Context: an optimization exercise on an open-source flow, tuned for small area, a short achievable clock period and few clock cycles per item. The choices shown serve that exercise and are no tape-out recipe.
In this exercise RTL edits were held to simulation tests only and were not proved equivalent to the original.
Power figures rest on the tool's default switching activity, not on a simulated workload.

==> flow/design.v (outline; a module is shown in full before it is edited, if it fits) <==
// module dvlsi_fa: 7 lines
// module dvlsi_ha: 7 lines
// module dvlsi_xor3: 6 lines
// module dvlsi_xor2: 6 lines
// module dvlsi_ao22: 6 lines
// module dvlsi_acc_mul: 259 lines
// module dvlsi_cpa: 434 lines
// module dvlsi_cs2bin: 6 lines
// module dvlsi_mac_acc: 98 lines
module dvlsi_mac_acc #(
  parameter int XLEN     = 64,
  parameter int ID_W     = 4,
  parameter int MUL_BITS = 4
) (
  input  logic            clk_i,
  input  logic            rst_i,
  input  logic            issue_valid_i,
  output logic            issue_ready_o,
  input  logic [31:0]     issue_instr_i,
  input  logic [ID_W-1:0] issue_id_i,
  input  logic [XLEN-1:0] issue_rs1_i,
  input  logic [XLEN-1:0] issue_rs2_i,
  output logic            issue_accept_o,
  output logic            issue_writeback_o,
  input  logic            commit_valid_i,
  input  logic [ID_W-1:0] commit_id_i,
  input  logic            commit_kill_i,
  output logic            result_valid_o,
  input  logic            result_ready_i,
  output logic [ID_W-1:0] result_id_o,
  output logic [4:0]      result_rd_o,
  output logic [XLEN-1:0] result_data_o,
  output logic            result_we_o
);
  // ...
==> flow/run.sh <==
#!/bin/bash
# synth_recipe.tcl (not shown) runs the flow's synth.tcl, then flattens the netlist and writes it again
# the make line also repeats each setting of config.mk as NAME=value (left out here)
make -C /OpenROAD-flow-scripts/flow DESIGN_CONFIG=/design/flow/config.mk WORK_HOME=/design/flow/orfs CLKGATE_MAP_FILE= SYNTH_SCRIPT=/design/flow/synth_recipe.tcl finish
==> flow/config.mk <==
export PLATFORM = sky130hd
export DESIGN_NAME = dvlsi_mac_acc
export DESIGN_NICKNAME = dvlsi_mac_acc
export VERILOG_FILES = /design/flow/design.v
export SDC_FILE = /design/flow/constraint.sdc
export NUM_CORES = 4
export LEC_CHECK = 0
export CAP_MARGIN = 20
export CORE_MARGIN = 2
export CORE_UTILIZATION = 40
export SETUP_SLACK_MARGIN = 3
export SLEW_MARGIN = 20
export SYNTH_HIERARCHICAL = 1
==> flow/constraint.sdc <==
create_clock -name core_clock -period 10.0 [get_ports {clk_i}]
set_input_delay 2.0000 -clock core_clock [delete_from_list [all_inputs] [get_ports {clk_i}]]
set_output_delay 2.0000 -clock core_clock [all_outputs]
set_load 0.01 [all_outputs]
==> flow_metrics.env, run 1 <==
export IMPL_status="complete, no violations"
export IMPL_clockBufferDepth=3
export IMPL_yosys_top_cells_count="1075 x xor2_1, 1056 x a22o_1, 993 x fa_1"
export IMPL_drt_met1_wl_um=79440
export IMPL_critPathKind="input pin to register"
export IMPL_grt_util_met2=0.4621
export IMPL_fill_cells=11780
export IMPL_cts_sinks=205
export IMPL_fmax_mhz=142.8
export IMPL_layout_commonest_cell="xor2_1"
export IMPL_cts_buffers=26
export IMPL_slowest_stage="dlygate4sd2_1"
export IMPL_synth_seq_cells=205
export IMPL_grtUsageMet1=0.3939
export IMPL_yosysMostFrequentCell="xor2_1"
export IMPL_die_h_um=360.7
export IMPL_drt_wl_total_um=196100
export IMPL_final_cell_mix="1069 x xor2_1, 1056 x a22o_1, 987 x fa_1, 157 x clkdlybuf4s50_1, 155 x buf_4"
export IMPL_cts_setup_buffers=21
export IMPL_syn_mean_instance_area_um2=12.41
export IMPL_drive_above_1_share=0.1056
export IMPL_yosys_warnings=7
export IMPL_met2_length_um=88250
export IMPL_dominant_cells="multi-input combinational cells"
export IMPL_wire_per_inst_um=31.74
export IMPL_powerSeq_w=0.00298
export IMPL_cp_required_ns=10.33
export IMPL_syn_area_um2=50890
export IMPL_drt_iter0_drc=4355
Testbench counts, summed over its fixed seeds: cycles 4,800, items 2,400.
==> inputs of run 2 (changes only) <==
==> flow/flow/run.sh (new file) <==
#!/bin/bash
set -euo pipefail
export BUFFER_PORTS_ARGS="-buffer_cell sky130_fd_sc_hd__buf_2"
bash standard.sh > standard.log 2>&1
==> flow/standard.sh (new file) <==
#!/bin/bash
# synth_recipe.tcl (not shown) runs the flow's synth.tcl, then flattens the netlist and writes it again
# the make line also repeats each setting of config.mk as NAME=value (left out here)
make -C /OpenROAD-flow-scripts/flow DESIGN_CONFIG=/design/flow/config.mk WORK_HOME=/design/flow/orfs CLKGATE_MAP_FILE= SYNTH_SCRIPT=/design/flow/synth_recipe.tcl "${@:-finish}"
removed: flow/run.sh
==> flow_metrics.env, run 2 <==
export IMPL_reg2reg_slack_ns=5.51
export IMPL_setup_violations=0
export IMPL_synth_edf_count=135
export IMPL_syn_mean_instance_area_um2=12.41
export IMPL_cts_tree="done"
export IMPL_worst_path_max_fanout=3
export IMPL_worstRegToRegCells=8
export IMPL_initial_core_util=0.4042
export IMPL_yosys_top_cells_count="1075 x xor2_1, 1056 x a22o_1, 993 x fa_1"
export IMPL_worst_r2r_endpoint="r_t[118]$_DFFE_PN_"
export IMPL_final_net_count=5772
export IMPL_yosysMostFrequentCell="xor2_1"
export IMPL_dp_hpwl_um=153400
export IMPL_tns_ns=0
export IMPL_cp_required_ns=8.00
export IMPL_status="complete, no violations"
export IMPL_drc=0
export IMPL_slowest_stage="fa_2"
export IMPL_slew_headroom=0.2469
export IMPL_htreeDepth=1
export IMPL_ctsHoldBuffers=0
export IMPL_cts_root_buf="clkbuf_16"
export IMPL_hold_viol=0
export IMPL_path_cells="ha_1 > fa_2 > a21oi_4 > nor2_2 > o31ai_4 > a21oi_4 > a31oi_4 > buf_12 > o21ai_4 > o2111ai_4 > a31oi_4 > a31o_1 > a31o_1 > fa_2 > xnor2_2 > buf_4 > mux2_4 > buf_4"
export IMPL_fin_skew_ns=0.02928
export IMPL_grt_pass1_vias=41320
export IMPL_yosys_warnings=7
export IMPL_worstMarginPinSlew_ns=1.130
export IMPL_wire_per_inst_um=31.11
export IMPL_maxCapViolations=0
export IMPL_firstDrtPassIters=6
export IMPL_fill_cells=11870
export IMPL_antenna_found_initial=24
export IMPL_endpoint_kind="output port"
export IMPL_drive_above_1_share=0.1311
export IMPL_grt_max_degree=81
export IMPL_drtAntennaViolNets=0
export IMPL_endpoint="result_data_o[63]"
export IMPL_ys_types=66
export IMPL_clockBufferDepth=3
export IMPL_fp_dieW_um=360.7
export IMPL_yosys_area_top_type="fa_1"
export IMPL_layout_commonest_cell="xor2_1"
export IMPL_clk_latency_ns=0.63
export IMPL_max_flop_register="r_t"
export IMPL_netlist_area_leader_share=0.3906
export IMPL_rows=130
export IMPL_syn_area_um2=50890
export IMPL_cts_buffers=27
export IMPL_largest_reg_flops=128
export IMPL_drv_slew=0
export IMPL_die_h_um=360.7
export IMPL_viasPerCell=6.326
export IMPL_overflow=0
export IMPL_leakage_nw=24.17
export IMPL_r2r_start="r_acc[52]$_SDFFE_PP0P_"
export IMPL_drt_iter0_drc=3889
export IMPL_track_usage=0.2878
export IMPL_place_area_um2=54780
export IMPL_hp_class="register to register"
export IMPL_ios=252
export IMPL_arrival_ns=5.01
export IMPL_synthArstFlopShare=0
export IMPL_drt_wl_total_um=190700
export IMPL_top_regs="r_t x128, r_acc x64, r_rd x5"
export IMPL_rsz0062_at_grt="yes"
export IMPL_worst_ir_drop_vdd_uv=721.4
export IMPL_cp_startpoint="r_t[0]$_DFFE_PN_"
export IMPL_clk_pin_slew_worst_paths_ns=0.06
export IMPL_synth_seq_cells=205
export IMPL_core_um2=125900
export IMPL_post_route_period_util=0.7011
export IMPL_io_buffers=234
export IMPL_fin_crit_ns=7.011
export IMPL_power_w=0.02375
export IMPL_yosys_most_used_dff="edfxtp_1"
export IMPL_syn_nets=5421
export IMPL_final_util=0.4470
export IMPL_synth_cells=4099
export IMPL_critPathKind="register to output port"
export IMPL_cp_top_family="compound AO/OA/AOI/OAI gates"
export IMPL_slowest_delay_ns=0.39
export IMPL_final_cell_mix="1074 x xor2_1, 1056 x a22o_1, 991 x fa_1, 223 x buf_2, 143 x ha_1"
export IMPL_synth_area_leaders="fa_1 39%, xor2_1 19%, a22o_1 18%, edfxtp_1 8.0%, ha_1 3.8%"
export IMPL_dieArea_um2=130100
export IMPL_start_kind="register"
export IMPL_pwr_density_cell_nw_per_um2=422.1
export IMPL_path_buf_inv=3
export IMPL_cp_depth=18
export IMPL_syn2layout_area_growth_pct=10.60
export IMPL_cts_sinks=205
export IMPL_synth_seq_area_share=0.1072
export IMPL_gp_routability_congestion=0.9619
export IMPL_route_vias_total=38790
export IMPL_fmax_mhz=142.6
export IMPL_grt_pass1_wl_um=277500
export IMPL_stdcell_area_um2=56280
## run 2: per-module statistics from Yosys (local to each module, per instance), a selection
module | copies in the design | cells inside | flip-flops and latches
dvlsi_acc_mul | 1 | 157 | 0
dvlsi_mac_acc | 1 | 460 | 205
dvlsi_cpa | 1 | 314 | 0
## run 2: how the worst min path moves through the flow
| stage | from | endpoint | slack (ns) | cells after the start |
|---|---|---|---|---|
| global route | r_id[0]$_DFF_P_ | r_id[0]$_DFF_P_ | 0.54 | 1 |
| CTS | r_id[0]$_DFF_P_ | r_id[0]$_DFF_P_ | 0.51 | 1 |
| global placement | r_id[2]$_DFF_P_ | r_id[2]$_DFF_P_ | 0.49 | 2 |
| floorplan | r_acc[0]$_SDFFE_PP0P_ | r_acc[0]$_SDFFE_PP0P_ | 0.49 | 2 |
| finish | r_id[0]$_DFF_P_ | r_id[0]$_DFF_P_ | 0.51 | 1 |
| detailed placement | r_id[0]$_DFF_P_ | r_id[0]$_DFF_P_ | 0.50 | 1 |
## run 2: cells by family after synthesis
logic type,synth area share
flip-flops,0.1072
multiplexers,0.01502
XOR/XNOR,0.2026
adder cells (fa/ha/maj),0.4288
AO/OA/AOI/OAI,0.2128
buffers and inverters,0.009466
AND/OR/NAND/NOR,0.02414
## run 2: through the flow
| step | setup slack (ns) | hold slack (ns) | cells |
|---|---|---|---|
| floorplan | 2.996 | 0.4905 | 4099 |
| global placement | 2.166 | 0.4853 | 6042 |
| detailed placement | 2.197 | 0.5011 | 6042 |
| CTS | 2.896 | 0.5149 | 6109 |
| global route | 2.886 | 0.5373 | 6128 |
| finish | 2.989 | 0.5100 | 6132 |
## run 2: worst reg2reg max path, stage by stage, from the launching register on
cell	delay [ns]
dfxtp_1	0.43
ha_1	0.29
fa_1	0.58
fa_1	0.45
fa_1	0.54
fa_1	0.57
fa_1	0.42
fa_1	0.55
fa_1	0.42
## run 2: metal layers
layer  share of wire  vias to the layer above  track usage  wire, µm
li1                -                    15920            -         -
met1            0.41                    20560       0.3857     78760
met4           0.041                        8       0.1051      7900
met3           0.087                      392      0.05730     16570
met2            0.46                     1914       0.4620     87460
met5         0.00026                        -            0        50
## run 2: report_power, final
part	total [W]	internal, W	leakage, nW	switching, W
Sequential	0.00298	0.00285	2.03	0.000138
Clock	0.00106	0.000609	0.448	0.000449
Combinational	0.0197	0.00918	21.7	0.0105
Total	0.0238	0.0126	24.2	0.0111
## run 2: what timing repair did
item                                    in CTS  in global routing
pin swaps                                   12                 11
resized for setup                           25                 19
cloned                                       5                  2
setup buffers                               12                  8
endpoints found under the setup margin      46                 35
## run 2: cell type report
type                            instances  area (µm²)  area share
Clock buffer                           34       711.9     0.01265
Inverter                               53       203.9    0.003624
Multi-Input combinational cell       3815       45470      0.8080
Tap cell                             1650        2064     0.03668
Clock inverter                         16       202.7    0.003602
Sequential cell                       205        5455     0.09693
Antenna cell                           11       27.53   0.0004891
Timing Repair Buffer                  348        2141     0.03804

-- what the ideal ports hide --
The results above use ideal ports. As a check the final layouts listed here were re-extracted and re-timed, cells and wires unchanged.
Step 1: set_driving_cell puts a clkbuf_16 on clk_i and a buf_2 on each other input, an assumption about the parent block.
Step 2 times the ports against the registers' clock, not the clock port: input delays grow and output delays shrink by t, the midpoint of the rising clock arrivals with the driver on.
Slacks: no drivers / after step 1 / after step 2; pairs: no drivers / after step 1.
run	t (ns)	slack for setup (ns)	cell pins on the clock port's net
run 1	0.674	3.000 / 2.995 / 2.321	1
run 2	0.689	2.989 / 2.914 / 2.363	1
After both steps every run listed still meets setup and hold. For run 1, which loses most, drivers alone change the setup slack by -0.005 ns; drivers and shift together by -0.679 ns.
